What follows belongs to an exercise in optimizing a design on an open flow for small area, a short achievable clock period and few clock cycles per item; a production flow would make more cautious choices. The RTL was checked by simulation tests, not by an equivalence proof against the original design. Power is estimated from default activity; no workload was simulated.

==> design/flow/design.v <==
`default_nettype none
package hhfl_pkg;
  localparam int unsigned PosW = 16;
  localparam logic [1:0] PH_START = 2'd0;
  localparam logic [1:0] PH_KEY   = 2'd1;
  localparam logic [1:0] PH_VALUE = 2'd2;
  localparam logic [1:0] PH_DONE  = 2'd3;
  localparam logic [7:0] ChCr    = 8'h0d;
  localparam logic [7:0] ChLf    = 8'h0a;
  localparam logic [7:0] ChSpace = 8'h20;
  localparam logic [7:0] ChColon = 8'h3a;
  localparam logic [7:0] ChZero  = 8'h30;
  localparam logic [7:0] ChNine  = 8'h39;
  function automatic logic [7:0] start_char(input logic [1:0] k, input logic [3:0] i);
    logic [63:0] s;
    case (k)
      2'd0: s = "HTTP/1.1";
      2'd1: s = {"GET", 40'd0};
      2'd2: s = {"HEAD", 32'd0};
      default: s = {"POST", 32'd0};
    endcase
    start_char = s[63 - 8 * i[2:0] -: 8];
  endfunction
  function automatic logic [3:0] start_len(input logic [1:0] k);
    case (k)
      2'd0: start_len = 4'd8;
      2'd1: start_len = 4'd3;
      default: start_len = 4'd4;
    endcase
  endfunction
  function automatic logic [7:0] key_char(input logic [1:0] k, input logic [3:0] i);
    logic [103:0] s;
    case (k)
      2'd0: s = {"Host:", 64'd0};
      2'd1: s = {"User-Agent:", 16'd0};
      default: s = "Content-Type:";
    endcase
    key_char = (i < 4'd13) ? s[103 - 8 * i -: 8] : 8'd0;
  endfunction
  function automatic logic [3:0] key_len(input logic [1:0] k);
    case (k)
      2'd0: key_len = 4'd5;
      2'd1: key_len = 4'd11;
      default: key_len = 4'd13;
    endcase
  endfunction
  function automatic logic start_match(input logic [1:0] k, input logic [3:0] i,
                                       input logic [7:0] b);
    start_match = 1'b0;
    for (int j = 0; j < 8; j++)
      if (i == 4'(j) && 4'(j) < start_len(k) && b == start_char(k, 4'(j)))
        start_match = 1'b1;
  endfunction
  function automatic logic key_match(input logic [1:0] k, input logic [3:0] i,
                                     input logic [7:0] b);
    key_match = 1'b0;
    for (int j = 0; j < 13; j++)
      if (i == 4'(j) && 4'(j) < key_len(k) && b == key_char(k, 4'(j)))
        key_match = 1'b1;
  endfunction
  function automatic logic [15:0] inc16(input logic [15:0] x);
    for (int j = 0; j < 16; j++)
      inc16[j] = x[j] ^ ((x & ((16'd1 << j) - 16'd1)) == ((16'd1 << j) - 16'd1));
  endfunction
endpackage
`default_nettype wire
`default_nettype none
module hhfl_scan (
  input  wire logic        clk,
  input  wire logic        rst_n,
  input  wire logic        step,       
  input  wire logic        clear,      
  input  wire logic        last_byte,
  input  wire logic [7:0]  data_byte,
  input  wire logic        is_cr,
  input  wire logic        line_end,   
  input  wire logic        is_sp,
  input  wire logic        is_colon,
  input  wire logic        is_digit,
  output logic             cr_r,       
  output logic             early_nxt,  
  output logic             r_ok,
  output logic             r_resp,
  output logic [1:0]       r_method,
  output logic [15:0]      r_status,
  output logic [15:0]      r_uri_off,
  output logic [15:0]      r_uri_len,
  output logic [15:0]      r_host_off,
  output logic [15:0]      r_host_len,
  output logic [15:0]      r_agent_off,
  output logic [15:0]      r_agent_len,
  output logic [15:0]      r_ctype_off,
  output logic [15:0]      r_ctype_len
);
  logic [15:0] pos_r;
  logic        full_r;               
  logic        st_r, kp_r, vp_r;
  logic        colon_r;              
  logic        sp1_r, sp2_r;         
  logic [3:0]  m_r;                  
  logic [3:0]  idx_r;
  logic        drun_r;               
  logic        dig_r;                
  logic        vseen_r;              
  logic [15:0] vst_r;                
  logic [15:0] csc_r;                
  logic [15:0] cnt_r;                
  logic [15:0] pos_inc;
  logic        adv, clr, resp, hdr, colsp;
  assign pos_inc = hhfl_pkg::inc16(pos_r);
  assign adv   = step && !full_r;
  assign clr   = !rst_n || (step && last_byte);
  assign resp  = m_r[2];
  assign hdr   = kp_r || vp_r;
  assign colsp = colon_r && is_sp;
  logic       st_end, st_end_ok, first_sp, load_v, dig_acc, cnt_inc, commit, key_end;
  logic       resp_now;
  logic [1:0] kind;
  assign st_end    = st_r && line_end;
  assign st_end_ok = st_end && sp2_r && (!resp || dig_r);
  assign first_sp  = st_r && !sp1_r && is_sp;
  assign key_end   = kp_r && colsp;
  assign load_v    = first_sp || key_end;
  assign dig_acc   = drun_r && is_digit;
  assign cnt_inc   = (st_r && sp1_r && !sp2_r) || (vp_r && !vseen_r && !colsp);
  assign commit    = vp_r && line_end;
  always_comb begin
    resp_now = m_r[0] && idx_r == 4'd8;
    kind = 2'd3;
    for (int k = 3; k >= 1; k--)
      if (m_r[k] && idx_r == hhfl_pkg::start_len(2'(k))) kind = 2'(k - 1);
  end
  logic [3:0] m_nxt, idx_nxt;
  logic [3:0] idx_sat;
  assign idx_sat = (idx_r == 4'd15) ? idx_r : idx_r + 4'd1;
  always_comb begin
    m_nxt = m_r; idx_nxt = idx_r;
    if ((st_r || hdr) && line_end) begin
      m_nxt = 4'b0111; idx_nxt = '0;
    end else if (st_r && !sp1_r) begin
      if (is_sp) begin
        m_nxt = {1'b0, resp_now, resp_now ? 2'd0 : kind};
        idx_nxt = '0;
      end else begin
        for (int k = 0; k < 4; k++)
          m_nxt[k] = m_r[k] && hhfl_pkg::start_match(2'(k), idx_r, data_byte);
        idx_nxt = idx_sat;
      end
    end else if (kp_r) begin
      if (colsp) begin
        for (int k = 0; k < 3; k++)
          m_nxt[k] = m_r[k] && idx_r == hhfl_pkg::key_len(2'(k));
      end else begin
        for (int k = 0; k < 3; k++)
          m_nxt[k] = m_r[k] && hhfl_pkg::key_match(2'(k), idx_r, data_byte);
        idx_nxt = idx_sat;
      end
    end
  end
  logic early_r;
  assign early_nxt = clr ? 1'b1 : adv ? pos_r[15:1] == 15'd0 : early_r;
  always_ff @(posedge clk) early_r <= early_nxt;
  always_ff @(posedge clk) begin
    if (clr) begin
      pos_r <= '0; full_r <= 1'b0; st_r <= 1'b1; kp_r <= 1'b0; vp_r <= 1'b0;
      cr_r <= 1'b0; colon_r <= 1'b0; sp1_r <= 1'b0; sp2_r <= 1'b0; m_r <= 4'hf;
      idx_r <= '0; drun_r <= 1'b0; dig_r <= 1'b0; vseen_r <= 1'b0;
    end else if (adv) begin
      pos_r <= pos_inc; full_r <= &pos_r[15:1];
      if (st_end) st_r <= 1'b0;
      if (st_end_ok || commit || (kp_r && line_end && idx_r != 4'd1)) kp_r <= 1'b1;
      else if (key_end || (kp_r && line_end)) kp_r <= 1'b0;
      if (key_end) vp_r <= 1'b1;
      else if (commit) vp_r <= 1'b0;
      cr_r <= is_cr;
      colon_r <= hdr && is_colon;
      if (first_sp) sp1_r <= 1'b1;
      if (st_r && sp1_r && is_sp) sp2_r <= 1'b1;
      m_r <= m_nxt; idx_r <= idx_nxt;
      if (first_sp) drun_r <= resp_now;
      else if (!is_digit) drun_r <= 1'b0;
      if (dig_acc) dig_r <= 1'b1;
      if (line_end) vseen_r <= 1'b0;
      else if (vp_r && colsp) vseen_r <= 1'b1;
    end
  end
  logic [15:0] acc_a, acc_b, acc_c, acc_e, s1, c1, s2, c2;
  logic [8:0]  lo_sum;
  logic [7:0]  hi_sum;
  always_comb begin
    acc_a = {vst_r[12:0], data_byte[2:0]};
    acc_b = {vst_r[14:0], 1'b0};
    acc_c = {csc_r[12:1], data_byte[3], 3'b000};
    acc_e = {csc_r[14:0], 1'b0};
    s1 = acc_a ^ acc_b ^ acc_c;
    c1 = {(acc_a[14:0] & acc_b[14:0]) | (acc_a[14:0] & acc_c[14:0]) | (acc_b[14:0] & acc_c[14:0]), 1'b0};
    s2 = s1 ^ c1 ^ acc_e;
    c2 = {(s1[14:0] & c1[14:0]) | (s1[14:0] & acc_e[14:0]) | (c1[14:0] & acc_e[14:0]), 1'b0};
    lo_sum = {1'b0, vst_r[7:0]} + {1'b0, csc_r[7:0]};
    hi_sum = vst_r[15:8] + csc_r[15:8];
  end
  always_ff @(posedge clk) begin
    if (adv && load_v) begin
      vst_r <= (first_sp && resp_now) ? 16'd0 : pos_inc;
      csc_r <= '0;
    end else if (adv && dig_acc) begin
      vst_r <= s2;
      csc_r <= c2;
    end else begin
      vst_r <= {hi_sum, lo_sum[7:0]};
      csc_r <= {7'd0, lo_sum[8], 8'd0};
    end
    if (adv && load_v) cnt_r <= '1;
    else if (adv && cnt_inc) cnt_r <= hhfl_pkg::inc16(cnt_r);
  end
  logic [15:0] vst_g, cnt_g;
  assign vst_g = clear ? 16'd0 : vst_r;
  assign cnt_g = clear ? 16'd0 : cnt_r;
  always_ff @(posedge clk) begin
    if (clear || (adv && st_end_ok)) begin
      r_ok <= !clear;
      r_resp <= !clear && resp;
      r_method <= clear ? 2'd0 : m_r[1:0];
    end
    if (clear || (adv && st_end_ok && resp))
      r_status <= vst_g;
    if (clear || (adv && st_end_ok && !resp)) begin
      r_uri_off <= vst_g; r_uri_len <= cnt_g;
    end
    if (clear || (adv && commit && m_r[0])) begin
      r_host_off <= vst_g; r_host_len <= cnt_g;
    end
    if (clear || (adv && commit && m_r[1])) begin
      r_agent_off <= vst_g; r_agent_len <= cnt_g;
    end
    if (clear || (adv && commit && m_r[2])) begin
      r_ctype_off <= vst_g; r_ctype_len <= cnt_g;
    end
  end
endmodule
`default_nettype wire
`default_nettype none
module http_header_field_locator (
  input  wire logic        clk,
  input  wire logic        rst_n,
  input  wire logic        in_valid,
  output logic             in_stall,
  input  wire logic [7:0]  in_data_byte,
  input  wire logic        in_last_byte,
  output logic             out_valid,
  input  wire logic        out_stall,
  output logic             out_parse_ok,
  output logic             out_resp_flag,
  output logic [1:0]       out_method_kind,
  output logic [15:0]      out_status_code,
  output logic [15:0]      out_uri_offset,
  output logic [15:0]      out_uri_length,
  output logic [15:0]      out_host_offset,
  output logic [15:0]      out_host_length,
  output logic [15:0]      out_agent_offset,
  output logic [15:0]      out_agent_length,
  output logic [15:0]      out_ctype_offset,
  output logic [15:0]      out_ctype_length
);
  logic       iv_r, il_r, ov_r, stall_r, step_r, fresh_r;
  logic [7:0] ib_r;
  logic       cr_r, le_r, sp_r, colon_r, digit_r;
  logic       pcr;                   
  logic       early_nxt;             
  logic       iv_nxt, il_nxt, ov_nxt, step_nxt, clear;
  assign in_stall = stall_r;
  always_comb begin
    iv_nxt = iv_r;
    il_nxt = il_r;
    if (in_valid && !stall_r) begin
      iv_nxt = 1'b1;
      il_nxt = in_last_byte;
    end else if (step_r) begin
      iv_nxt = 1'b0;
    end
    ov_nxt = ov_r;
    if (step_r && il_r) ov_nxt = 1'b1;
    else if (!out_stall) ov_nxt = 1'b0;
    step_nxt = iv_nxt && (!ov_nxt || (early_nxt && !il_nxt));
  end
  assign clear = (ov_r && !out_stall) || (fresh_r && step_r && !ov_r);
  always_ff @(posedge clk) begin
    if (!rst_n) begin
      iv_r <= 1'b0;
      ov_r <= 1'b0;
      stall_r <= 1'b0;
      step_r <= 1'b0;
      fresh_r <= 1'b1;
    end else begin
      iv_r <= iv_nxt;
      ov_r <= ov_nxt;
      stall_r <= iv_nxt && !step_nxt;
      step_r <= step_nxt;
      if (step_r) fresh_r <= il_r;
    end
    if (!stall_r) begin
      ib_r    <= in_data_byte;
      il_r    <= in_last_byte;
      cr_r    <= in_data_byte == hhfl_pkg::ChCr;
      le_r    <= in_data_byte == hhfl_pkg::ChLf && (iv_r ? (cr_r && !il_r) : pcr);
      sp_r    <= in_data_byte == hhfl_pkg::ChSpace;
      colon_r <= in_data_byte == hhfl_pkg::ChColon;
      digit_r <= in_data_byte >= hhfl_pkg::ChZero && in_data_byte <= hhfl_pkg::ChNine;
    end
  end
  hhfl_scan u_scan (
    .clk(clk), .rst_n(rst_n), .step(step_r), .clear(clear), .last_byte(il_r),
    .data_byte(ib_r), .is_cr(cr_r), .line_end(le_r), .cr_r(pcr), .early_nxt(early_nxt), .is_sp(sp_r), .is_colon(colon_r),
    .is_digit(digit_r),
    .r_ok(out_parse_ok), .r_resp(out_resp_flag), .r_method(out_method_kind),
    .r_status(out_status_code), .r_uri_off(out_uri_offset), .r_uri_len(out_uri_length),
    .r_host_off(out_host_offset), .r_host_len(out_host_length),
    .r_agent_off(out_agent_offset), .r_agent_len(out_agent_length),
    .r_ctype_off(out_ctype_offset), .r_ctype_len(out_ctype_length)
  );
  assign out_valid = ov_r;
endmodule
`default_nettype wire
==> design/flow/run.sh <==
#!/bin/bash
# synth_recipe.tcl (not shown) runs the flow's synth.tcl, then flattens the netlist and writes it again
# the make line also repeats each setting of config.mk as NAME=value (left out here)
make -C /OpenROAD-flow-scripts/flow DESIGN_CONFIG=/design/flow/config.mk WORK_HOME=/design/flow/orfs CLKGATE_MAP_FILE= SYNTH_SCRIPT=/design/flow/synth_recipe.tcl finish
==> design/flow/config.mk <==
export PLATFORM = sky130hd
export DESIGN_NAME = http_header_field_locator
export DESIGN_NICKNAME = http_header_field_locator
export VERILOG_FILES = /design/flow/design.v
export SDC_FILE = /design/flow/constraint.sdc
export NUM_CORES = 4
export LEC_CHECK = 0
export ABC_AREA = 1
export CAP_MARGIN = 20
export CORE_AREA = 2 2 168.09 168.09
export DIE_AREA = 0 0 170.09 170.09
export SETUP_SLACK_MARGIN = 2.1
export SLEW_MARGIN = 20
==> design/flow/constraint.sdc <==
create_clock -name core_clock -period 4.0 [get_ports {clk}]
set_input_delay 0.8000 -clock core_clock [delete_from_list [all_inputs] [get_ports {clk}]]
set_output_delay 0.8000 -clock core_clock [all_outputs]
set_load 0.01 [all_outputs]
==> results of run 1 <==
[routing by layer]
| layer | up-vias | part of all wire | global-route usage |
|---|---|---|---|
| met5 | - | 0 | 0 |
| met4 | 0 | 0.018 | 0.0390 |
| met3 | 29 | 0.055 | 0.0277 |
| met2 | 209 | 0.45 | 0.277 |
| met1 | 3523 | 0.47 | 0.242 |
| li1 | 3759 | - | - |
[registers in the layout, summed over array words and instances, names as in the netlist, 13 cells and up]
register and cells:
u_scan.r_agent_off 16, u_scan.csc_r 13, u_scan.cnt_r 16, u_scan.vst_r 16, u_scan.r_host_off 16, u_scan.pos_r 16
u_scan.r_ctype_len 16, u_scan.r_uri_off 16, u_scan.r_ctype_off 16, u_scan.r_agent_len 16, u_scan.r_uri_len 16, u_scan.r_host_len 16
u_scan.r_status 16
[area by class of cell]
type / instances / share of cell area
clock inverter: 17 / 0.0145
timing repair buffer: 185 / 0.0858
multi-input combinational: 603 / 0.281
inverter: 124 / 0.0373
sequential: 248 / 0.499
clock buffer: 31 / 0.0503
timing repair inverter: 1 / 0.000376
tap: 341 / 0.0321
[final timing paths]
path,from,endpoint,slack [ps],cells past startpoint
max,u_scan.r_uri_off[4],out_uri_offset[4],2080,1
min,u_scan.m_r[1],u_scan.m_r[1],450,2
max reg2reg,sp_r,u_scan.vst_r[6],2190,8
min reg2reg,u_scan.m_r[1],u_scan.m_r[1],450,2
[synthesized netlist by cell type (all sizes together) (6+ instances only)]
master | n | share of area
xnor2 | 6 | 0.0049
inv | 123 | 0.044
dfxtp | 83 | 0.16
buf | 10 | 0.0054
nand2 | 180 | 0.066
nand3 | 62 | 0.030
a21oi | 45 | 0.021
fa | 23 | 0.043
nor2 | 123 | 0.047
nor3 | 14 | 0.0075
xor2 | 12 | 0.0098
edfxtp | 165 | 0.46
ha | 30 | 0.035
o211ai | 14 | 0.010
o21ai | 52 | 0.025
[stage by stage]
step / std cells / util / cell area (um2) / hold slack (ps) / total power (W)
2_1_floorplan: 990 / - / 10700 / 418 / 0.00393
3_3_place_gp: 1484 / 0.472 / 12800 / 432 / 0.00448
3_5_place_dp: 1484 / 0.472 / 12800 / 441 / 0.00450
4_1_cts: 1535 / 0.482 / 13000 / 452 / 0.00677
5_1_grt: 1550 / 0.492 / 13300 / 485 / 0.00708
6_report: 1550 / 0.492 / 13300 / 446 / 0.00675
[cell families after synthesis]
family | Yosys count
multiplexers | 1
adder cells (fa/ha/maj) | 53
XOR/XNOR | 18
flip-flops | 248
buffers and inverters | 139
AND/OR/NAND/NOR | 396
AO/OA/AOI/OAI | 135
[power breakdown]
group          switching (W)  total (W)  internal [W]
sequential          0.000167    0.00330       0.00314
clock               0.000939    0.00239       0.00145
combinational       0.000671    0.00106      0.000388
[what timing repair did]
| action | in CTS | in global routing |
|---|---|---|
| pin swaps | 4 | 4 |
| buffers inserted | 3 | 14 |
| gates cloned | 0 | 1 |
| hold buffers | 0 | 0 |
| endpoints found under the setup margin | 474 | 257 |
| resized for setup | 640 | 42 |
==> impl_metrics.toml, run 1 <==
[run_status]
outcome = "finished clean"

[global_routing]
antenna_found_initial = 0
grt_pass1_wl_um = 39200
grt_pass1_vias = 7193
grt-ovfl-total = 0
grt_max_degree = 35
grt_use_total = 0.171

[sta]
max_clock_freq_ghz = 0.522
tightest_slew_ps = 562
rsz0062_at_grt = "yes"
slew_violations = 0
slew_headroom = 0.625
finalHoldViolations = 0
setup-violations-final = 0
setup_slack_ps = 2080
final.period_utilization = 0.479
min_period_ps = 1920
fin_skew_ps = 21.5
setup_tns_ps = 0

[synthesis]
synthSimpleGateAreaFrac = 0.160
ys_seq_area_frac = 0.619
ys_warn_count = 2
synth_xor_area_frac = 0.0148
yosys_register_bits = 248
synth_top_family_by_area = "simple AND/OR/NAND/NOR gates"
synth.area.mux_share = 0.000937
synth_compound_area_frac = 0.0749
ys.flop_type = "edfxtp_1"
synth_edf_count = 165
avgSynthCellArea_um2 = 10.8
synthCells = 990
synth.distinct_cells = 51
synthAdderAreaFrac = 0.0783
postSynth.asyncResetShare = 0
syn_nets = 1056
synth_area_um2 = 10700

[worst_setup_path]
cp.arrival_ps = 1120
worstPathMaxFanout = 1
start_kind = "flop"
path_buf_inv = 1
worst_setup_path_end_kind = "output pin"
crit_chain = "buf_2"
worstSetupPathType = "reg -> out"
worstPathRequired_ps = 3200
cpLargestDelayFamily = "flip-flops"
slowest_stage = "edfxtp_1"
critPathMaxStageDelay_ps = 420

[power]
power.leakage_nw = 5.56
p_per_area_nw_per_um2 = 507
peakVddDrop_mv = 0.250

[cts]
cts_made_buffers = 26
tritoncts = "done"
insertion_delay_ps = 530
clkTransAtPathRegs_ps = 60
h-tree-depth = 1
cts_sinks = 248
clock_path_buffers = 3
root_buffer = "clkbuf_16"

[finish]
antenna_cells = 0
syn_to_final_growth_pct = 24.6
mostFrequentLayoutCells = "nand2_1, edfxtp_1, buf_2, inv_1, nor2_1"
fillers = 2491
multi_input_area_um2 = 3740
layout-drive-gt1-share = 0.246
regArea_um2 = 6640
nets = 1255
layout_commonest_cell = "nand2_1"

[placed_design]
numPortBuffers = 162
dp_hpwl_um = 17700
gp_congestion = 0.898
pre_cts_ws_ps = 1080

[routing]
routedWlPerCell_um = 16.1
routed_wl_um = 25000
vias = 7520
antenna_left = 0
drt_iter0_drc = 494
drt_pass1_iterations = 5
viasPerCell = 4.85
remaining_drc_errors = 0

[die]
fp.coreArea_um2 = 27000
fp-row-count = 60
dieArea_um2 = 28900
die_h_um = 170
io_pins = 163
die_x_um = 170
start_util = 0.395

[worst_hold_path]
hp-class = "reg -> reg"

[run]
maxCapViolations = 0
Testbench counts, summed over its fixed seeds: cycles 57,812, bytes 57,796.
==> inputs of run 2 (changes only) <==
--- a/design/flow/config.mk
+++ b/design/flow/config.mk
@@ -8,6 +8,8 @@
 export ABC_AREA = 1
 export CAP_MARGIN = 20
 export CORE_AREA = 2 2 168.09 168.09
+export CTS_CLUSTER_DIAMETER = 80
+export CTS_CLUSTER_SIZE = 32
 export DIE_AREA = 0 0 170.09 170.09
 export SETUP_SLACK_MARGIN = 2.1
 export SLEW_MARGIN = 20
==> run 2 against run 1 <==
Largest cell class unchanged. Cell count down 1.5%. Combinational power about the same. Clock skew up 8.0 ps. Routed wire length down 1.3%. Critical path type unchanged. Global-route usage down 0.23 points. Highest routed layer unchanged. Sequential power about the same. Final area down 2.8%. Sequential cell count unchanged. Largest power group unchanged. Critical path depth unchanged. Critical endpoint is now out_status_code[0]. Synthesized area unchanged. Via count down 1.6%.
==> impl_metrics.toml, run 2 <==
[worst_setup_path]
worstSetupPathType = "reg -> out"
r2r_start = "u_scan.vst_r[9]"
worst_setup_path_end_kind = "output pin"
r2r-end = "u_scan.vst_r[14]"
crit_chain = "buf_2"
cp_num_cells = 1
critPathMaxStageDelay_ps = 450
worstPathMaxFanout = 1
start_kind = "flop"
worstRegToRegCells = 11
path_buf_inv = 1
cpLargestDelayFamily = "flip-flops"
cp.arrival_ps = 1110
worstPathRequired_ps = 3200
ff2ff_setup_slack_ps = 2170
slowest_stage = "edfxtp_1"

[cts]
root_buffer = "clkbuf_16"
cts_hold_buf = 0
cts_sinks = 248
clkTransAtPathRegs_ps = 110
cts_made_buffers = 14
clock_path_buffers = 3
insertion_delay_ps = 500
h-tree-depth = 1
tritoncts = "done"

[synthesis]
ys_top_cells_by_area = "edfxtp_1, dfxtp_1, nand2_1"
synth.area.mux_share = 0.000937
synthSimpleGateAreaFrac = 0.160
yosysMostFrequentCell = "nand2_1"
synth_xor_area_frac = 0.0148
synthAdderAreaFrac = 0.0783
synth_compound_area_frac = 0.0749
yosys_register_bits = 248
yosysTopAreaCell = "edfxtp_1"
synth_top_area_frac = 0.464
syn_nets = 1056
synth_commonest_cells = "nand2_1, edfxtp_1, inv_1, nor2_1, dfxtp_1"
synth_edf_count = 165
synth_top_family_by_area = "simple AND/OR/NAND/NOR gates"
avgSynthCellArea_um2 = 10.8
synth.distinct_cells = 51
ys.flop_type = "edfxtp_1"
ys_seq_area_frac = 0.619
synth_area_um2 = 10700
synthCells = 990
postSynth.asyncResetShare = 0
ys_warn_count = 2

[worst_hold_path]
hp-class = "reg -> reg"
hp-start = "u_scan.m_r[1]"
worstHoldEndpoint = "u_scan.m_r[1]"
whs_path_depth = 2

[power]
power.leakage_nw = 5.39
p_per_area_nw_per_um2 = 463
peakVddDrop_mv = 0.314

[routing]
routed_wl_um = 24700
dr_wl_met3_um = 1270
routedWlPerCell_um = 16.1
wl_met2_um = 11300
vias = 7398
drt-met1-wl_um = 11700
viasPerCell = 4.84
remaining_drc_errors = 0
top_layer_used = "met4"
drt_iter0_drc = 469
antenna_left = 0
drt_pass1_iterations = 6

[die]
start_util = 0.395
fp-row-count = 60
dieArea_um2 = 28900
die_h_um = 170
fp.coreArea_um2 = 27000
io_pins = 163
die_x_um = 170

[finish]
regArea_um2 = 6640
multi_input_area_um2 = 3730
antenna_cells = 0
layout-drive-gt1-share = 0.240
syn_to_final_growth_pct = 21.1
mostFrequentLayoutCells = "nand2_1, edfxtp_1, buf_2, inv_1, nor2_1"
nets = 1245
fillers = 2520
layout_commonest_cell = "nand2_1"

[sta]
setup-violations-final = 0
setup_tns_ps = 0
min_period_ps = 1910
fin_skew_ps = 29.5
slew_violations = 0
setup_slack_ps = 2090
final.period_utilization = 0.478
finalHoldViolations = 0
rsz0062_at_grt = "yes"
slew_headroom = 0.646
tightest_slew_ps = 530
max_clock_freq_ghz = 0.523

[placed_design]
gp_congestion = 0.898
pre_cts_ws_ps = 1080
numPortBuffers = 162
dp_hpwl_um = 17700

[run]
maxCapViolations = 0

[global_routing]
grt-ovfl-total = 0
grt_use_total = 0.169
antenna_found_initial = 0
grt_max_degree = 35
grt_pass1_wl_um = 38600
grt_pass1_vias = 7090

[run_status]
outcome = "finished clean"
[run 2: tightest hold or removal path: cells and delay by family (launching register included)]
kind             cells  cell delay [ps]
DFF                  1              320
and+or+nand+nor      2              100
[run 2: stage by stage]
stage          cells   util  total power (W)  hold slack, ps  cell area [um2]
2_1_floorplan    990      -          0.00393             418            10700
3_3_place_gp    1484  0.472          0.00448             432            12800
3_5_place_dp    1484  0.472          0.00450             441            12800
6_report        1527  0.479          0.00599             450            12900
5_1_grt         1527  0.479          0.00630             489            12900
4_1_cts         1516  0.471          0.00601             456            12700
[run 2: logic make-up (layout without fill, tap and decap cells)]
group	Yosys count	count (layout)
AOI/OAI and AO/OA	135	135
xor gates and xnor gates	18	18
adders and majority gates	53	53
buffers and inverters	139	335
DFF	248	248
muxes	1	1
and+or+nand+nor	396	396
[run 2: worst max-delay path by stage]
| stage | startpoint | end | slack (ps) |
|---|---|---|---|
| global placement | out_stall | u_scan.r_status[8] | 1140 |
| CTS | u_scan.r_uri_off[4] | out_uri_offset[4] | 2070 |
| floorplan | out_stall | u_scan.r_agent_off[0] | 2110 |
| finish | u_scan.r_status[0] | out_status_code[0] | 2090 |
| global route | u_scan.csc_r[8] | u_scan.vst_r[14] | 2010 |
| detailed placement | out_stall | u_scan.r_uri_off[3] | 1080 |
[run 2: power by group]
part           total, W  switching (W)  leakage (nW)  internal [W]
registers       0.00330       0.000166          2.26       0.00313
clock network   0.00163       0.000886         0.236      0.000747
logic           0.00106       0.000668          2.89      0.000390
total           0.00599        0.00172          5.39       0.00427
[run 2: repair_timing]
item                       CTS  global route
setup endpoints to repair  474           335
pin swaps                    4             6
gates resized for setup    644            41
setup buffers                9            11
[run 2: area by class of cell]
cell class	instances	share of cell area
flip-flops and latches	248	0.513
multi-input cells	603	0.288
repair buffers	188	0.0889
inverters	124	0.0384
well taps	341	0.0330
clock buffers	17	0.0296
clock inverters	6	0.00861
[run 2: routing by layer]
layer  vias to the layer above  track usage
met5                         -            0
met4                         0       0.0323
met3                        26       0.0274
met2                       190        0.276
met1                      3462        0.239
li1                       3720            -
==> inputs of run 3 (changes only) <==
==> design/flow/flow/run.sh (new file) <==
#!/bin/bash
# The standard layout (standard.sh) with clock tree synthesis run without
# sink clustering.
set -euo pipefail
bash standard.sh 'CTS_ARGS=-repair_clock_nets' finish > standard_finish.log 2>&1
==> design/flow/standard.sh (new file) <==
#!/bin/bash
# synth_recipe.tcl (not shown) runs the flow's synth.tcl, then flattens the netlist and writes it again
# the make line also repeats each setting of config.mk as NAME=value (left out here)
make -C /OpenROAD-flow-scripts/flow DESIGN_CONFIG=/design/flow/config.mk WORK_HOME=/design/flow/orfs CLKGATE_MAP_FILE= SYNTH_SCRIPT=/design/flow/synth_recipe.tcl "${@:-finish}"
--- a/design/flow/config.mk
+++ b/design/flow/config.mk
@@ -8,8 +8,6 @@
 export ABC_AREA = 1
 export CAP_MARGIN = 20
 export CORE_AREA = 2 2 168.09 168.09
-export CTS_CLUSTER_DIAMETER = 80
-export CTS_CLUSTER_SIZE = 32
 export DIE_AREA = 0 0 170.09 170.09
 export SETUP_SLACK_MARGIN = 2.1
 export SLEW_MARGIN = 20
removed: design/flow/run.sh
==> run 3 against run 2 <==
Still clean on timing, DRC and antenna. Count of clock-buffer cells in the layout grew 38. Die area unchanged. Clock power up 100%. Critical path type unchanged. Utilization increased by 3.3 points. Sequential cell count did not move.
==> impl_metrics.toml, run 3 <==
[global_routing]
grt_use_total = 0.178
grt_util_met3 = 0.0367
met2_usage = 0.278
grt-ovfl-total = 0
antenna_found_initial = 0
top_usage_layer = "met2"
globalRouteMet1Util = 0.251
grt_pass1_wl_um = 40100
grt_pass1_vias = 7474
grt_max_degree = 35

[worst_setup_path]
cpLargestDelayFamily = "flip-flops"
critPathMaxStageDelay_ps = 430
worstPathMaxFanout = 1
worstPathRequired_ps = 3200
worst_setup_path_end_kind = "output pin"
r2r-end = "u_scan.r_status[6]"
worstSetupPathType = "reg -> out"
slowest_stage = "edfxtp_1"
path_buf_inv = 1
cp.arrival_ps = 1130
worstRegToRegCells = 6
ff2ff_setup_slack_ps = 2160
crit_chain = "buf_2"
start_kind = "flop"
r2r_start = "step_r"
cp-startpoint = "u_scan.r_host_off[0]"

[synthesis]
avgSynthCellArea_um2 = 10.8
yosysMostFrequentCell = "nand2_1"
synth_top_area_frac = 0.464
synth_area_um2 = 10700
synth.distinct_cells = 51
yosysTopAreaCell = "edfxtp_1"
postSynth.asyncResetShare = 0
ys_seq_area_frac = 0.619
yosys_register_bits = 248
syn_nets = 1056
ys.flop_type = "edfxtp_1"
ys_top_cells_by_area = "edfxtp_1, dfxtp_1, nand2_1"
synth_commonest_cells = "nand2_1, edfxtp_1, inv_1, nor2_1, dfxtp_1"
ys_warn_count = 2
synth_edf_count = 165
synthCells = 990

[power]
seq_power_share = 0.431
power.leakage_nw = 5.79
p_clk_frac = 0.429
peakVddDrop_mv = 0.237
switching_share = 0.255
p_int_w = 0.00572
p_comb_frac = 0.140
p_per_area_nw_per_um2 = 555
power.net_switching_w = 0.00195

[cts]
insertion_delay_ps = 540
root_buffer = "clkbuf_16"
clkTransAtPathRegs_ps = 50
tritoncts = "done"
h-tree-depth = 5
cts_sinks = 248
clock_path_buffers = 3
cts_made_buffers = 49

[worst_hold_path]
hp-class = "reg -> reg"
hp-start = "u_scan.m_r[1]"
whs_path_depth = 2
worstHoldEndpoint = "u_scan.m_r[1]"

[routing]
remaining_drc_errors = 0
antenna_left = 0
vias = 7724
drt_pass1_iterations = 8
routed_wl_um = 25700
routedWlPerCell_um = 16.4
viasPerCell = 4.93
drt_iter0_drc = 555

[finish]
syn_to_final_growth_pct = 29.4
postLayoutCoreUtil = 0.511
layout_commonest_cell = "nand2_1"
nets = 1279
antenna_cells = 0
fillers = 2427
regArea_um2 = 6640
layout-drive-gt1-share = 0.262
mostFrequentLayoutCells = "nand2_1, edfxtp_1, buf_2, inv_1, nor2_1"
multi_input_area_um2 = 3760

[sta]
max_clock_freq_ghz = 0.517
tightest_slew_ps = 535
final.period_utilization = 0.483
min_period_ps = 1930
setup-violations-final = 0
fin_skew_ps = 21.9
rsz0062_at_grt = "yes"
slew_violations = 0
setup_tns_ps = 0
slew_headroom = 0.643
finalHoldViolations = 0

[run]
maxCapViolations = 0

[die]
dieArea_um2 = 28900
fp.coreArea_um2 = 27000
start_util = 0.395
die_x_um = 170
fp-row-count = 60
io_pins = 163
die_h_um = 170

[placed_design]
gp_congestion = 0.898
dp_hpwl_um = 17700
numPortBuffers = 162

[run_status]
outcome = "finished clean"
## run 3: worst max path at each step
stage | cells past startpoint | slack (ps) | end
after floorplan | 5 | 2110 | u_scan.r_agent_off[0]
after global placement | 6 | 1140 | u_scan.r_status[8]
after detailed placement | 6 | 1080 | u_scan.r_uri_off[3]
after CTS | 1 | 2060 | out_uri_offset[4]
after global routing | 1 | 2050 | out_agent_offset[3]
final | 1 | 2070 | out_host_offset[0]
## run 3: metal layers
layer | vias up | routed length [um]
met3 | 39 | 1450
met1 | 3644 | 12100
met5 | - | 0
li1 | 3810 | -
met2 | 231 | 11800
met4 | 0 | 331
## run 3: layout make-up
| class | instances | share of cell area |
|---|---|---|
| Sequential cell | 248 | 0.480 |
| Timing Repair Buffer | 186 | 0.0855 |
| Clock buffer | 55 | 0.0911 |
| Multi-Input combinational cell | 603 | 0.272 |
| Inverter | 124 | 0.0359 |
| Tap cell | 341 | 0.0309 |
| Clock inverter | 10 | 0.00380 |
| Timing Repair inverter | 1 | 0.000362 |
## run 3: kinds of logic after synthesis
kind of cell    share of synthesized area
simple gates                        0.160
flops                               0.619
buf+inv                            0.0512
compound gates                     0.0749
fa+ha+maj                          0.0783
xor+xnor                           0.0148
mux                              0.000937
## run 3: what timing repair did
item,4_1_cts,5_1_grt
hold buffers,0,0
pin swaps,3,7
cloned,0,1
gates resized for setup,642,52
setup endpoints to repair,474,345
setup buffers,3,15
## run 3: stage by stage
| step | worst slack [ps] | instances | hold slack [ps] | power [W] | instance area (um2) |
|---|---|---|---|---|---|
| 6_report | 2070 | 1568 | 444 | 0.00768 | 13800 |
| 5_1_grt | 2050 | 1568 | 470 | 0.00802 | 13800 |
| 4_1_cts | 2060 | 1552 | 449 | 0.00768 | 13500 |
| 3_5_place_dp | 1080 | 1484 | 441 | 0.00450 | 12800 |
| 3_3_place_gp | 1140 | 1484 | 432 | 0.00448 | 12800 |
| 2_1_floorplan | 2110 | 990 | 418 | 0.00393 | 10700 |
## run 3: power groups by stage
stage                     Combinational [W]  Sequential (W)  Clock [W]
after floorplan                    0.000513         0.00341          0
after global placement              0.00111         0.00337          0
after detailed placement            0.00113         0.00337          0
after CTS                           0.00103         0.00331    0.00334
after global routing                0.00121         0.00334    0.00348
final                               0.00108         0.00331    0.00329
==> inputs of run 4 (changes only) <==
==> design/flow/flow/run.sh (replaced) <==
#!/bin/bash
# The standard layout (standard.sh) with clock tree synthesis using larger
# sink clusters and no dummy loads.
set -euo pipefail
bash standard.sh 'CTS_ARGS=-sink_clustering_enable -repair_clock_nets -sink_clustering_size 24 -sink_clustering_max_diameter 70 -dont_use_dummy_load' finish > standard_finish.log 2>&1
==> run 4 against run 3 <==
Largest cell class unchanged. Global-route usage is 0.97 points lower. Worst setup slack better by 25 ps. Count of clock-buffer cells in the layout down 38. Routed wire length shrank 4.3%. Final area down 7.3%. Synthesized area is the same. Clock power down 54%. Still clean on timing, DRC and antenna. Cell count fell by 3.4%. Combinational power decreased by 4%. Highest routed layer unchanged. Power down 24%. Sequential cell count did not move.
==> impl_metrics.toml, run 4 <==
[worst_setup_path]
cp.arrival_ps = 1110
cpLargestDelayFamily = "flip-flops"
crit_chain = "buf_2"
start_kind = "flop"
worstPathMaxFanout = 1
worstSetupPathType = "reg -> out"
critPathMaxStageDelay_ps = 430
worstPathRequired_ps = 3200
path_buf_inv = 1
worst_setup_path_end_kind = "output pin"
slowest_stage = "edfxtp_1"

[cts]
cts_sinks = 248
clock_path_buffers = 3
tritoncts = "done"
clkTransAtPathRegs_ps = 90
h-tree-depth = 1
root_buffer = "clkbuf_16"
insertion_delay_ps = 510
cts_hold_buf = 0
cts_made_buffers = 17

[finish]
mostFrequentLayoutCells = "nand2_1, edfxtp_1, buf_2, inv_1, nor2_1"
layout_commonest_cell = "nand2_1"
fillers = 2522
nets = 1242
multi_input_area_um2 = 3710
postLayoutCoreUtil = 0.474
antenna_cells = 0
regArea_um2 = 6640
final-instance-count-excl-fill = 1515
layout-drive-gt1-share = 0.230
syn_to_final_growth_pct = 19.9

[sta]
min_period_ps = 1910
slew_headroom = 0.640
final.period_utilization = 0.477
max_clock_freq_ghz = 0.524
setup-violations-final = 0
fin_skew_ps = 65.9
tightest_slew_ps = 539
slew_violations = 0
rsz0062_at_grt = "yes"
setup_tns_ps = 0
finalHoldViolations = 0

[routing]
drt_pass1_iterations = 5
antenna_left = 0
wl_met2_um = 11100
vias = 7413
drt-met1-wl_um = 11600
routedWlPerCell_um = 16.2
remaining_drc_errors = 0
dr_wl_met3_um = 1460
drt_iter0_drc = 520
top_layer_used = "met4"
viasPerCell = 4.89
routed_wl_um = 24600

[power]
p_int_w = 0.00427
switching_share = 0.272
seq_power_share = 0.563
power.net_switching_w = 0.00160
p_clk_frac = 0.260
peakVddDrop_mv = 0.219
power.leakage_nw = 5.32
p_comb_frac = 0.178
p_per_area_nw_per_um2 = 458

[synthesis]
yosysTopAreaCell = "edfxtp_1"
synth_xor_area_frac = 0.0148
synth.distinct_cells = 51
synthCells = 990
avgSynthCellArea_um2 = 10.8
yosysMostFrequentCell = "nand2_1"
synth_edf_count = 165
ys_warn_count = 2
synthAdderAreaFrac = 0.0783
synth_top_area_frac = 0.464
synth_commonest_cells = "nand2_1, edfxtp_1, inv_1, nor2_1, dfxtp_1"
synthSimpleGateAreaFrac = 0.160
ys_seq_area_frac = 0.619
syn_nets = 1056
ys_top_cells_by_area = "edfxtp_1, dfxtp_1, nand2_1"
synth_compound_area_frac = 0.0749
synth_top_family_by_area = "simple AND/OR/NAND/NOR gates"
synth.area.mux_share = 0.000937
ys.flop_type = "edfxtp_1"
synth_area_um2 = 10700
yosys_register_bits = 248
postSynth.asyncResetShare = 0

[die]
fp.coreArea_um2 = 27000
die_h_um = 170
io_pins = 163
fp-row-count = 60
dieArea_um2 = 28900
die_x_um = 170
start_util = 0.395

[placed_design]
gp_congestion = 0.898
dp_hpwl_um = 17700
dp.cells = 1484
numPortBuffers = 162

[run_status]
outcome = "finished clean"

[worst_hold_path]
hp-class = "reg -> reg"

[global_routing]
grt_use_total = 0.168
antenna_found_initial = 0
grt_pass1_vias = 7050
grt-ovfl-total = 0
grt_max_degree = 35
grt_pass1_wl_um = 38600

[run]
maxCapViolations = 0
[run 4: cell types whose count changed in the layout (fill, tap and decap cells not counted), sizes merged]
cell,delta
clkinv,-9
clkinvlp,-3
clkdlybuf4s15,+1
buf,-6
inv,+1
clkbuf,-37
[run 4: metrics by stage]
| stage | hold WS, ps | area [um2] | power, W | worst slack (ps) |
|---|---|---|---|---|
| floorplan | 418 | 10700 | 0.00393 | 2110 |
| global placement | 432 | 12800 | 0.00448 | 1140 |
| detailed placement | 441 | 12800 | 0.00450 | 1080 |
| CTS | 450 | 12600 | 0.00590 | 2060 |
| global route | 482 | 12800 | 0.00618 | 2050 |
| finish | 444 | 12800 | 0.00587 | 2090 |
[run 4: final timing paths]
kind                                          from                  end  slack (ps)  depth (start not counted)
worst max-delay path            u_scan.r_status[0]   out_status_code[0]        2090                          1
worst min-delay path                 u_scan.m_r[1]        u_scan.m_r[1]         440                          2
worst max register to register              step_r  u_scan.r_status[15]        2140                          6
worst min register to register       u_scan.m_r[1]        u_scan.m_r[1]         440                          2
[run 4: power by group through the flow]
stage | Sequential [W] | Combinational, W | Clock [W]
5_1_grt | 0.00334 | 0.00118 | 0.00167
3_5_place_dp | 0.00337 | 0.00113 | 0
4_1_cts | 0.00330 | 0.00102 | 0.00157
3_3_place_gp | 0.00337 | 0.00111 | 0
2_1_floorplan | 0.00341 | 0.000513 | 0
6_report | 0.00330 | 0.00104 | 0.00152
[run 4: logic make-up after synthesis]
kind of cell             count (synthesis)
AO/OA/AOI/OAI                          135
multiplexers                             1
buffers and inverters                  139
XOR/XNOR                                18
AND/OR/NAND/NOR                        396
flip-flops                             248
adder cells (fa/ha/maj)                 53
[run 4: per-layer routing]
layer | global-route usage | vias to the layer above
met5 | 0 | -
met3 | 0.0284 | 35
li1 | - | 3702
met2 | 0.271 | 231
met4 | 0.0342 | 0
met1 | 0.241 | 3445
[run 4: area by class of cell]
cell class	count	area share
clock buffer	17	0.0332
inverter	124	0.0382
multi-input combinational	603	0.290
sequential	248	0.518
tap	341	0.0333
timing repair buffer	182	0.0871
[run 4: what timing repair did]
action | CTS | global route
pin swaps | 3 | 7
setup endpoints to repair | 465 | 325
gates resized for setup | 636 | 39
setup buffers | 4 | 10
==> inputs of run 5 (changes only) <==
--- a/design/flow/config.mk
+++ b/design/flow/config.mk
@@ -7,7 +7,7 @@
 export LEC_CHECK = 0
 export ABC_AREA = 1
 export CAP_MARGIN = 20
-export CORE_AREA = 2 2 168.09 168.09
-export DIE_AREA = 0 0 170.09 170.09
+export CORE_AREA = 2 2 148 148
+export DIE_AREA = 0 0 150 150
 export SETUP_SLACK_MARGIN = 2.1
 export SLEW_MARGIN = 20
==> run 5 against run 4 <==
Non-clock buffer count rose by 12. Final area rose by 0.26%. Global-route usage up 5.1 points. Utilization rose by 14 points. Worst hold slack gained 7.6 ps. Routed wire length grew 2.2%. Register-to-register slack is essentially flat. Count of clock-buffer cells in the layout is 2 lower. Power down 0.97%. Synthesized cell count stayed put. Clock power decreased by 6%. Critical path type unchanged. Critical endpoint is now out_ctype_offset[0]. Largest power group unchanged.
==> impl_metrics.toml, run 5 <==
[run_status]
outcome = "finished clean"

[run]
maxCapViolations = 0

[sta]
min_period_ps = 1890
setup-violations-final = 0
setup_tns_ps = 0
tightest_slew_ps = 574
slew_headroom = 0.614
slew_violations = 0
final.period_utilization = 0.472
rsz0062_at_grt = "yes"
fin_skew_ps = 42.5
finalHoldViolations = 0
max_clock_freq_ghz = 0.529

[finish]
layout-drive-gt1-share = 0.243
nets = 1255
mostFrequentLayoutCells = "nand2_1, edfxtp_1, buf_2, inv_1, nor2_1"
layout_commonest_cell = "nand2_1"
antenna_cells = 0
syn_to_final_growth_pct = 20.2
fillers = 1826

[synthesis]
ys_seq_area_frac = 0.619
synth_area_um2 = 10700
yosys_register_bits = 248
synth_edf_count = 165
avgSynthCellArea_um2 = 10.8
ys_warn_count = 2
ys.flop_type = "edfxtp_1"
synth_top_area_frac = 0.464
yosysTopAreaCell = "edfxtp_1"
syn_nets = 1056
synth.distinct_cells = 51
postSynth.asyncResetShare = 0
synth_commonest_cells = "nand2_1, edfxtp_1, inv_1, nor2_1, dfxtp_1"
yosysMostFrequentCell = "nand2_1"
ys_top_cells_by_area = "edfxtp_1, dfxtp_1, nand2_1"
synthCells = 990

[worst_setup_path]
start_kind = "flop"
cp_num_cells = 1
worstRegToRegCells = 5
worstPathRequired_ps = 3200
cp.arrival_ps = 1090
worst_setup_path_end_kind = "output pin"
worstPathMaxFanout = 1
slowest_stage = "edfxtp_1"
critPathMaxStageDelay_ps = 440
worstSetupPathType = "reg -> out"
cpLargestDelayFamily = "flip-flops"
crit_chain = "buf_2"
path_buf_inv = 1

[routing]
drt_pass1_iterations = 5
routedWlPerCell_um = 17.2
drt_iter0_drc = 436
viasPerCell = 5.15
vias = 7530
routed_wl_um = 25100
remaining_drc_errors = 0
antenna_left = 0

[power]
power_w = 0.00581
power.leakage_nw = 5.39
p_per_area_nw_per_um2 = 452
peakVddDrop_mv = 0.340

[global_routing]
grt_use_total = 0.220
grt_pass1_vias = 6962
antenna_found_initial = 0
grt-ovfl-total = 0
grt_pass1_wl_um = 38400
grt_max_degree = 35

[cts]
cts_hold_buf = 0
tritoncts = "done"
cts_made_buffers = 15
cts_sinks = 248
root_buffer = "clkbuf_16"
clock_path_buffers = 3
h-tree-depth = 1
clkTransAtPathRegs_ps = 90
insertion_delay_ps = 480

[die]
io_pins = 163
start_util = 0.510
die_x_um = 150
die_h_um = 150
fp-row-count = 53
fp.coreArea_um2 = 21000
dieArea_um2 = 22500

[worst_hold_path]
hp-class = "reg -> reg"
whs_path_depth = 2

[placed_design]
numPortBuffers = 162
gp_congestion = 0.887
dp_hpwl_um = 17700
## run 5: repair_timing
action,4_1_cts,5_1_grt
setup buffers,10,14
resized for setup,564,90
endpoints found under the setup margin,489,269
cloned,3,1
pin swaps,6,8
## run 5: metrics by stage
stage	worst slack, ps	cell area [um2]	cells	hold WS, ps	utilization
after floorplan	2110	10700	990	418	-
after global placement	1160	12700	1419	435	0.605
after detailed placement	1100	12700	1419	440	0.605
after CTS	2100	12900	1447	455	0.613
after global routing	2010	12800	1462	485	0.613
final	2110	12800	1462	451	0.613
## run 5: cells by family (layout without fill, tap and decap cells)
group                      count (synthesis)  in the layout  synth area share
buffers and inverters                    139            333            0.0512
xor gates and xnor gates                  18             18            0.0148
adders and majority gates                 53             53            0.0783
and+or+nand+nor                          396            397             0.160
DFF                                      248            248             0.619
muxes                                      1              1          0.000937
AOI/OAI and AO/OA                        135            137            0.0749
## run 5: cell type report
| cell class | count | area (um2) | area share |
|---|---|---|---|
| Inverter | 124 | 497 | 0.0387 |
| Timing Repair Buffer | 194 | 1190 | 0.0925 |
| Multi-Input combinational cell | 606 | 3810 | 0.296 |
| Clock buffer | 15 | 375 | 0.0292 |
| Sequential cell | 248 | 6630 | 0.516 |
| Tap cell | 275 | 344 | 0.0268 |
## run 5: metal layers
layer  track usage  vias up  part of all wire
met3        0.0305       31             0.059
li1              -     3725                 -
met2         0.344      226              0.45
met1         0.331     3548              0.47
met4        0.0448        0             0.016
met5             0        -                 0
## run 5: worst paths after layout
| path | start | end | slack (ps) |
|---|---|---|---|
| max | u_scan.r_ctype_off[0] | out_ctype_offset[0] | 2110 |
| min | u_scan.m_r[1] | u_scan.m_r[1] | 450 |
| max reg2reg | u_scan.csc_r[8] | u_scan.vst_r[11] | 2150 |
| min reg2reg | u_scan.m_r[1] | u_scan.m_r[1] | 450 |
## run 5: worst min-delay path, delay by kind of cell, from the launching register on
| family | cells | cell delay [ps] |
|---|---|---|
| DFF | 1 | 320 |
| and+or+nand+nor | 2 | 100 |
## run 5: power by group
part           total [W]  internal, W  switching, W  leakage, nW
registers        0.00329      0.00313      0.000162         2.25
logic            0.00109     0.000395      0.000693         2.95
clock network    0.00143     0.000671      0.000760        0.185
==> inputs of run 6 (changes only) <==
==> design/flow/run.sh (new file) <==
#!/bin/bash
# synth_recipe.tcl (not shown) runs the flow's synth.tcl, then flattens the netlist and writes it again
# the make line also repeats each setting of config.mk as NAME=value (left out here)
make -C /OpenROAD-flow-scripts/flow DESIGN_CONFIG=/design/flow/config.mk WORK_HOME=/design/flow/orfs CLKGATE_MAP_FILE= SYNTH_SCRIPT=/design/flow/synth_recipe.tcl finish
removed: design/flow/flow/run.sh
removed: design/flow/standard.sh
==> run 6 against run 5 <==
Fmax down 1.4%. Highest routed layer unchanged. Critical endpoint is now out_uri_offset[4]. Combinational power about the same. Sequential share of layout area down 1.9 points. Utilization up 2.4 points. Largest power group unchanged.
==> impl_metrics.toml, run 6 <==
[die]
fp-row-count = 53
dieArea_um2 = 22500
die_h_um = 150
fp.coreArea_um2 = 21000
start_util = 0.510
die_x_um = 150
io_pins = 163

[routing]
drt_pass1_iterations = 5
routedWlPerCell_um = 16.9
antenna_left = 0
remaining_drc_errors = 0
routed_wl_um = 25300
viasPerCell = 5.12
drt_iter0_drc = 449
vias = 7672

[sta]
max_clock_freq_ghz = 0.522
slew_violations = 0
final.period_utilization = 0.479
rsz0062_at_grt = "yes"
min_period_ps = 1920
setup-violations-final = 0
setup_tns_ps = 0
whs_ps = 452
fin_skew_ps = 15.0
finalHoldViolations = 0
slew_headroom = 0.625
tightest_slew_ps = 560

[synthesis]
postSynth.asyncResetShare = 0
syn_nets = 1056
ys_top_cells_by_area = "edfxtp_1, dfxtp_1, nand2_1"
synth_xor_area_frac = 0.0148
synthAdderAreaFrac = 0.0783
yosys_register_bits = 248
synth_area_um2 = 10700
synth_edf_count = 165
ys.flop_type = "edfxtp_1"
synth_compound_area_frac = 0.0749
ys_seq_area_frac = 0.619
synth_commonest_cells = "nand2_1, edfxtp_1, inv_1, nor2_1, dfxtp_1"
synth_top_area_frac = 0.464
yosysTopAreaCell = "edfxtp_1"
synth.area.mux_share = 0.000937
ys_warn_count = 2
synth_top_family_by_area = "simple AND/OR/NAND/NOR gates"
yosysMostFrequentCell = "nand2_1"
synth.distinct_cells = 51
avgSynthCellArea_um2 = 10.8
synthSimpleGateAreaFrac = 0.160
synthCells = 990

[worst_setup_path]
slowest_stage = "edfxtp_1"
start_kind = "flop"
cp-endpoint = "out_uri_offset[4]"
cp.arrival_ps = 1120
cpLargestDelayFamily = "flip-flops"
cp-startpoint = "u_scan.r_uri_off[4]"
worstSetupPathType = "reg -> out"
worstRegToRegCells = 8
worstPathMaxFanout = 1
path_buf_inv = 1
ff2ff_setup_slack_ps = 2150
r2r-end = "u_scan.vst_r[2]"
crit_chain = "buf_2"
critPathMaxStageDelay_ps = 430
r2r_start = "sp_r"
worstPathRequired_ps = 3200
worst_setup_path_end_kind = "output pin"
cp_num_cells = 1

[global_routing]
grt_pass1_vias = 7113
grt-ovfl-total = 0
grt_max_degree = 35
grt_use_total = 0.224
grt_pass1_wl_um = 39200
antenna_found_initial = 0

[cts]
insertion_delay_ps = 530
clock_path_buffers = 3
root_buffer = "clkbuf_16"
h-tree-depth = 1
tritoncts = "done"
clkTransAtPathRegs_ps = 60
cts_sinks = 248
cts_made_buffers = 26

[run]
maxCapViolations = 0

[finish]
syn_to_final_growth_pct = 24.9
antenna_cells = 0
final-instance-count-excl-fill = 1497
layout-drive-gt1-share = 0.250
layout_commonest_cell = "nand2_1"
nets = 1268
mostFrequentLayoutCells = "nand2_1, edfxtp_1, buf_2, inv_1, nor2_1"
regArea_um2 = 6630
multi_input_area_um2 = 3780
fillers = 1783

[worst_hold_path]
hp-class = "reg -> reg"
hp-start = "u_scan.m_r[3]"

[power]
power.leakage_nw = 5.63
peakVddDrop_mv = 0.472
p_per_area_nw_per_um2 = 505

[placed_design]
gp_congestion = 0.887
dp.cells = 1419
dp_hpwl_um = 17700
numPortBuffers = 162

[run_status]
outcome = "finished clean"
==> run 6: power breakdown <==
group / internal [W] / total [W] / switching, W
sequential: 0.00314 / 0.00330 / 0.000160
clock: 0.00139 / 0.00235 / 0.000962
combinational: 0.000399 / 0.00109 / 0.000690
total: 0.00493 / 0.00674 / 0.00181
==> run 6: worst min-delay path by stage <==
stage	to	slack (ps)	cells past startpoint
global placement	u_scan.m_r[1]	430	2
floorplan	u_scan.m_r[1]	420	2
detailed placement	u_scan.m_r[1]	440	2
CTS	u_scan.m_r[1]	450	2
global route	u_scan.m_r[1]	480	2
finish	u_scan.m_r[3]	450	2
==> run 6: area by class of cell <==
type / instances / area share
clock buffer: 31 / 0.0502
clock inverter: 17 / 0.0131
inverter: 124 / 0.0372
multi-input combinational: 605 / 0.284
sequential: 248 / 0.497
tap: 275 / 0.0258
timing repair buffer: 197 / 0.0927
==> run 6: cells by family after synthesis <==
family                   after synthesis
XOR/XNOR                              18
AO/OA/AOI/OAI                        135
AND/OR/NAND/NOR                      396
adder cells (fa/ha/maj)               53
multiplexers                           1
buffers and inverters                139
flip-flops                           248
==> run 6: what timing repair did <==
action,4_1_cts,5_1_grt
pin swaps,5,6
hold buffers,0,0
resized for setup,635,43
cloned,2,0
setup endpoints to repair,487,283
buffers inserted,13,15
==> run 6: stage by stage <==
| step | utilization | power, W | cell area, um2 | worst slack, ps |
|---|---|---|---|---|
| global placement | 0.605 | 0.00450 | 12700 | 1160 |
| finish | 0.636 | 0.00674 | 13300 | 2080 |
| CTS | 0.622 | 0.00675 | 13000 | 2080 |
| global route | 0.636 | 0.00705 | 13300 | 2020 |
| floorplan | - | 0.00393 | 10700 | 2110 |
| detailed placement | 0.605 | 0.00450 | 12700 | 1100 |
==> run 6: layer usage <==
metal	track usage	vias to the layer above	wire, um
met3	0.0296	34	1460
li1	-	3771	-
met1	0.336	3625	11900
met5	0	-	0
met2	0.350	242	11400
met4	0.0524	0	478
==> inputs of run 7 (changes only) <==
--- a/design/flow/config.mk
+++ b/design/flow/config.mk
@@ -8,6 +8,8 @@
 export ABC_AREA = 1
 export CAP_MARGIN = 20
 export CORE_AREA = 2 2 148 148
+export CTS_CLUSTER_DIAMETER = 70
+export CTS_CLUSTER_SIZE = 24
 export DIE_AREA = 0 0 150 150
 export SETUP_SLACK_MARGIN = 2.1
 export SLEW_MARGIN = 20
==> run 7 against run 6 <==
Critical path type unchanged. Power down 11%. Sequential share of layout area up 1.6 points. Largest power group unchanged. First-iteration DRC count up 14%. Global-route usage down 0.37 points. Cell count down 1.7%.
==> impl_metrics.toml, run 7 <==
[run_status]
outcome = "finished clean"

[finish]
syn_to_final_growth_pct = 20.9
multi_input_area_um2 = 3780
layout-drive-gt1-share = 0.243
regArea_um2 = 6630
final-instance-count-excl-fill = 1471
nets = 1254
fillers = 1828
layout_commonest_cell = "nand2_1"
antenna_cells = 0
mostFrequentLayoutCells = "nand2_1, edfxtp_1, buf_2, inv_1, nor2_1"

[global_routing]
grt-ovfl-total = 0
grt_pass1_vias = 6993
antenna_found_initial = 0
grt_pass1_wl_um = 38500
grt_max_degree = 35
grt_use_total = 0.221

[worst_setup_path]
crit_chain = "buf_2"
slowest_stage = "edfxtp_1"
r2r-end = "u_scan.vst_r[11]"
worst_setup_path_end_kind = "output pin"
start_kind = "flop"
worstRegToRegCells = 5
r2r_start = "u_scan.csc_r[8]"
cp.arrival_ps = 1080
ff2ff_setup_slack_ps = 2170
cpLargestDelayFamily = "flip-flops"
path_buf_inv = 1
worstSetupPathType = "reg -> out"
worstPathMaxFanout = 1
critPathMaxStageDelay_ps = 430
worstPathRequired_ps = 3200

[placed_design]
dp_hpwl_um = 17700
gp_congestion = 0.887
numPortBuffers = 162
dp.cells = 1419

[routing]
routed_wl_um = 25000
drt_iter0_drc = 514
routedWlPerCell_um = 17.0
dr_wl_met3_um = 1630
top_layer_used = "met4"
drt_pass1_iterations = 5
remaining_drc_errors = 0
wl_met2_um = 11200
drt-met1-wl_um = 11800
viasPerCell = 5.16
vias = 7588
antenna_left = 0

[power]
p_clk_frac = 0.270
p_comb_frac = 0.181
power.leakage_nw = 5.43
p_int_w = 0.00431
switching_share = 0.281
power.net_switching_w = 0.00168
peakVddDrop_mv = 0.385
seq_power_share = 0.549
p_per_area_nw_per_um2 = 464

[synthesis]
avgSynthCellArea_um2 = 10.8
syn_nets = 1056
ys_seq_area_frac = 0.619
yosysTopAreaCell = "edfxtp_1"
ys.flop_type = "edfxtp_1"
synth_commonest_cells = "nand2_1, edfxtp_1, inv_1, nor2_1, dfxtp_1"
synth_top_area_frac = 0.464
ys_top_cells_by_area = "edfxtp_1, dfxtp_1, nand2_1"
yosys_register_bits = 248
synth_edf_count = 165
yosysMostFrequentCell = "nand2_1"
ys_warn_count = 2
postSynth.asyncResetShare = 0
synth_area_um2 = 10700
synthCells = 990
synth.distinct_cells = 51

[cts]
clkTransAtPathRegs_ps = 90
cts_made_buffers = 15
cts_hold_buf = 0
clock_path_buffers = 3
tritoncts = "done"
h-tree-depth = 1
insertion_delay_ps = 480
cts_sinks = 248
root_buffer = "clkbuf_16"

[die]
die_x_um = 150
die_h_um = 150
dieArea_um2 = 22500
start_util = 0.510
io_pins = 163
fp.coreArea_um2 = 21000
fp-row-count = 53

[sta]
rsz0062_at_grt = "yes"
slew_headroom = 0.614
max_clock_freq_ghz = 0.532
final.period_utilization = 0.470
setup-violations-final = 0
finalHoldViolations = 0
fin_skew_ps = 20.3
slew_violations = 0
min_period_ps = 1880
setup_tns_ps = 0
tightest_slew_ps = 575

[worst_hold_path]
worstHoldEndpoint = "u_scan.m_r[3]"
hp-class = "reg -> reg"
whs_path_depth = 2
hp-start = "u_scan.m_r[3]"

[run]
maxCapViolations = 0
run 7: area by class of cell:
class / count / area share
clock buffer: 20 / 0.0305
clock inverter: 5 / 0.00562
inverter: 124 / 0.0385
multi-input combinational: 605 / 0.293
sequential: 248 / 0.514
tap: 275 / 0.0267
timing repair buffer: 194 / 0.0921
run 7: kinds of logic after synthesis:
| group | synth area share |
|---|---|
| compound gates | 0.0749 |
| buf+inv | 0.0512 |
| flops | 0.619 |
| fa+ha+maj | 0.0783 |
| mux | 0.000937 |
| xor+xnor | 0.0148 |
| simple gates | 0.160 |
run 7: power groups by stage:
stage	combinational, W	clock (W)	sequential [W]
3_5_place_dp	0.00115	0	0.00336
5_1_grt	0.00122	0.00174	0.00332
3_3_place_gp	0.00114	0	0.00336
4_1_cts	0.00110	0.00164	0.00329
6_report	0.00108	0.00162	0.00329
2_1_floorplan	0.000513	0	0.00341
run 7: repair_timing:
item / 4_1_cts / 5_1_grt
gates cloned: 2 / 1
setup endpoints to repair: 495 / 273
pin swaps: 6 / 7
resized for setup: 556 / 90
setup buffers: 15 / 9
run 7: worst max-delay path by stage:
stage / startpoint / to / slack [ps] / depth (start not counted)
floorplan: out_stall / u_scan.r_agent_off[0] / 2110 / 5
global placement: out_stall / u_scan.r_ctype_off[10] / 1160 / 6
detailed placement: out_stall / u_scan.r_host_off[9] / 1100 / 6
CTS: u_scan.r_host_len[8] / out_host_length[8] / 2100 / 1
global route: u_scan.cnt_r[0] / u_scan.cnt_r[9] / 2010 / 7
finish: u_scan.r_ctype_off[0] / out_ctype_offset[0] / 2120 / 1
run 7: through the flow:
stage	hold slack [ps]	util	worst slack [ps]	cell area, um2	total power, W
CTS	456	0.621	2100	13000	0.00603
floorplan	418	-	2110	10700	0.00393
global placement	435	0.605	1160	12700	0.00450
global route	486	0.616	2010	12900	0.00629
finish	455	0.616	2120	12900	0.00599
detailed placement	440	0.605	1100	12700	0.00450
run 7: layer usage:
| metal | up-vias | global-route usage |
|---|---|---|
| li1 | 3732 | - |
| met1 | 3588 | 0.331 |
| met2 | 241 | 0.348 |
| met3 | 27 | 0.0293 |
| met4 | 0 | 0.0425 |
| met5 | - | 0 |
==> inputs of run 8 (changes only) <==
--- a/design/flow/config.mk
+++ b/design/flow/config.mk
@@ -7,9 +7,9 @@
 export LEC_CHECK = 0
 export ABC_AREA = 1
 export CAP_MARGIN = 20
-export CORE_AREA = 2 2 148 148
+export CORE_AREA = 2 2 238 93
 export CTS_CLUSTER_DIAMETER = 70
 export CTS_CLUSTER_SIZE = 24
-export DIE_AREA = 0 0 150 150
+export DIE_AREA = 0 0 240 95
 export SETUP_SLACK_MARGIN = 2.1
 export SLEW_MARGIN = 20
==> run 8 against run 7 <==
Worst setup slack got worse by 10 ps. Global-route usage increased by 1.2 points. Power down 1.4%. Worst hold slack got worse by 1.7 ps. Sequential power about the same. Synthesized area is the same. Largest cell class unchanged. Critical endpoint is now out_status_code[2]. Clock power fell by 6%. Cell count is 1.4% higher.
==> impl_metrics.toml, run 8 <==
[worst_setup_path]
start_kind = "flop"
ff2ff_setup_slack_ps = 2180
cp.arrival_ps = 1090
path_buf_inv = 1
critPathMaxStageDelay_ps = 440
worstPathMaxFanout = 1
worstSetupPathType = "reg -> out"
r2r_start = "u_scan.vp_r"
cp-startpoint = "u_scan.r_status[2]"
crit_chain = "buf_2"
cpLargestDelayFamily = "flip-flops"
slowest_stage = "edfxtp_1"
worstPathRequired_ps = 3200
worst_setup_path_end_kind = "output pin"

[synthesis]
synthCells = 990
yosysTopAreaCell = "edfxtp_1"
synth.distinct_cells = 51
syn_nets = 1056
ys_warn_count = 2
synth_edf_count = 165
synth_area_um2 = 10700
yosys_register_bits = 248
avgSynthCellArea_um2 = 10.8
ys_top_cells_by_area = "edfxtp_1, dfxtp_1, nand2_1"
synth_top_area_frac = 0.464
ys_seq_area_frac = 0.619
postSynth.asyncResetShare = 0
ys.flop_type = "edfxtp_1"
yosysMostFrequentCell = "nand2_1"
synth_commonest_cells = "nand2_1, edfxtp_1, inv_1, nor2_1, dfxtp_1"

[routing]
viasPerCell = 5.21
antenna_left = 0
drt_pass1_iterations = 5
routed_wl_um = 26200
vias = 7769
drt_iter0_drc = 583
routedWlPerCell_um = 17.5
remaining_drc_errors = 0

[sta]
finalHoldViolations = 0
min_period_ps = 1890
slew_violations = 0
tightest_slew_ps = 537
slew_headroom = 0.642
rsz0062_at_grt = "yes"
setup-violations-final = 0
setup_slack_ps = 2110
fin_skew_ps = 17.7
max_clock_freq_ghz = 0.529
setup_tns_ps = 0
final.period_utilization = 0.473

[finish]
postLayoutCoreUtil = 0.609
mostFrequentLayoutCells = "edfxtp_1, nand2_1, buf_2, inv_1, nor2_1"
syn_to_final_growth_pct = 20.5
nets = 1252
antenna_cells = 0
final-instance-count-excl-fill = 1491
layout-drive-gt1-share = 0.242
layout_commonest_cell = "edfxtp_1"

[cts]
insertion_delay_ps = 490
cts_sinks = 248
clock_path_buffers = 3
cts_hold_buf = 0
root_buffer = "clkbuf_16"
tritoncts = "done"
h-tree-depth = 1
clkTransAtPathRegs_ps = 90
cts_made_buffers = 14

[die]
dieArea_um2 = 22800
start_util = 0.505
fp-row-count = 33
io_pins = 163
die_h_um = 95
die_x_um = 240
fp.coreArea_um2 = 21100

[global_routing]
globalRouteMet1Util = 0.348
grt_pass1_vias = 7440
grt_use_total = 0.232
antenna_found_initial = 1
grt_max_degree = 35
grt_pass1_wl_um = 40600
top_usage_layer = "met2"
grt-ovfl-total = 0
met2_usage = 0.366
grt_util_met3 = 0.0339

[power]
p_per_area_nw_per_um2 = 459
peakVddDrop_mv = 0.283
power.leakage_nw = 5.39

[placed_design]
dp_hpwl_um = 18500
dp.cells = 1440
gp_congestion = 0.966
pre_cts_ws_ps = 722
numPortBuffers = 162

[worst_hold_path]
hp-start = "u_scan.m_r[1]"
hp-class = "reg -> reg"

[run]
maxCapViolations = 0

[run_status]
outcome = "finished clean"
[run 8: cell types whose count changed in the layout (fill, tap and decap cells not counted), moves of 4 or more]
cell | before | now
clkbuf_2 | 33 | 6
nor2_1 | 88 | 96
nand2_1 | 169 | 164
nor2_2 | 25 | 16
dfxtp_1 | 74 | 70
buf_2 | 116 | 142
nand2_2 | 6 | 10
[run 8: metrics by stage]
step / total power (W) / hold WS [ps] / area, um2
2_1_floorplan: 0.00393 / 418 / 10700
3_3_place_gp: 0.00449 / 436 / 12700
3_5_place_dp: 0.00451 / 438 / 12700
4_1_cts: 0.00592 / 453 / 12700
5_1_grt: 0.00621 / 478 / 12900
6_report: 0.00591 / 454 / 12900
[run 8: kinds of logic (layout without fill, tap and decap cells)]
logic type	count (synthesis)	after routing	share of synthesized area
buffers and inverters	139	343	0.0512
xor gates and xnor gates	18	18	0.0148
DFF	248	248	0.619
and+or+nand+nor	396	396	0.160
muxes	1	1	0.000937
AOI/OAI and AO/OA	135	135	0.0749
adders and majority gates	53	53	0.0783
[run 8: path summary, 6_finish.rpt]
kind	end	cells past startpoint
worst min-delay path	u_scan.m_r[1]	2
worst max register to register	u_scan.idx_r[3]	9
worst max-delay path	out_status_code[2]	1
worst min register to register	u_scan.m_r[1]	2
[run 8: power breakdown]
| group | internal (W) | switching (W) | leakage [nW] | total, W |
|---|---|---|---|---|
| combinational | 0.000391 | 0.000690 | 2.93 | 0.00108 |
| sequential | 0.00313 | 0.000162 | 2.26 | 0.00329 |
| clock | 0.000710 | 0.000823 | 0.204 | 0.00153 |
| total | 0.00423 | 0.00168 | 5.39 | 0.00591 |
[run 8: timing repair]
action                                  4_1_cts  5_1_grt
cloned                                        0        0
pin swaps                                     7        8
buffers inserted                             17       10
resized for setup                           604       75
endpoints found under the setup margin      506      231
[run 8: area by class of cell]
class | count | area, um2
Sequential cell | 248 | 6640
Clock inverter | 2 | 21.3
Fill cell | 1826 | 8270
Inverter | 124 | 504
Multi-Input combinational cell | 603 | 3750
Tap cell | 297 | 372
Timing Repair Buffer | 195 | 1190
Clock buffer | 22 | 402
[run 8: layer usage]
| layer | up-vias | wire [um] | part of all wire |
|---|---|---|---|
| li1 | 3740 | - | - |
| met1 | 3711 | 12500 | 0.48 |
| met2 | 277 | 11500 | 0.44 |
| met3 | 39 | 1710 | 0.065 |
| met4 | 2 | 403 | 0.015 |
| met5 | - | 13 | 0.00050 |

port drivers added, routing unchanged:
The results above use ideal ports. As a check the final layouts listed here were re-extracted and re-timed, cells and wires unchanged.
Step 1: set_driving_cell puts a clkbuf_16 on clk and a buf_2 on each other input, an assumption about the parent block.
Step 2, shift: input delay + t, output delay - t, t = (earliest + latest rising clock arrival at the registers) / 2. This alone moves slack from input paths to output paths.
a / b / c = ideal / step 1 / step 2; a / b = the first two.
run | shift t [ns] | slack for setup (ns) | worst setup path after step 2 | clock arrival spread, ns | worst register clock-pin slew, ns
run 1 | 0.569 | 2.084 / 2.036 / 1.660 | input to register | 0.023 / 0.023 | 0.06 / 0.06
run 2 | 0.527 | 2.086 / 2.042 / 1.667 | input to register | 0.030 / 0.030 | 0.11 / 0.11
run 3 | 0.575 | 2.067 / 2.024 / 1.646 | input to register | 0.022 / 0.022 | 0.07 / 0.07
run 4 | 0.516 | 2.092 / 2.049 / 1.689 | input to register | 0.066 / 0.066 | 0.09 / 0.09
run 5 | 0.510 | 2.111 / 2.064 / 1.653 | input to register | 0.043 / 0.043 | 0.09 / 0.09
run 6 | 0.567 | 2.084 / 2.039 / 1.638 | input to register | 0.015 / 0.015 | 0.06 / 0.06
run 7 | 0.520 | 2.119 / 2.073 / 1.703 | input to register | 0.020 / 0.021 | 0.10 / 0.10
run 8 | 0.532 | 2.108 / 2.055 / 1.624 | input to register | 0.017 / 0.017 | 0.10 / 0.10
After both steps setup and hold are still met in every run listed. For run 8, which loses most, drivers alone change the setup slack by -0.053 ns; drivers and shift together by -0.484 ns.
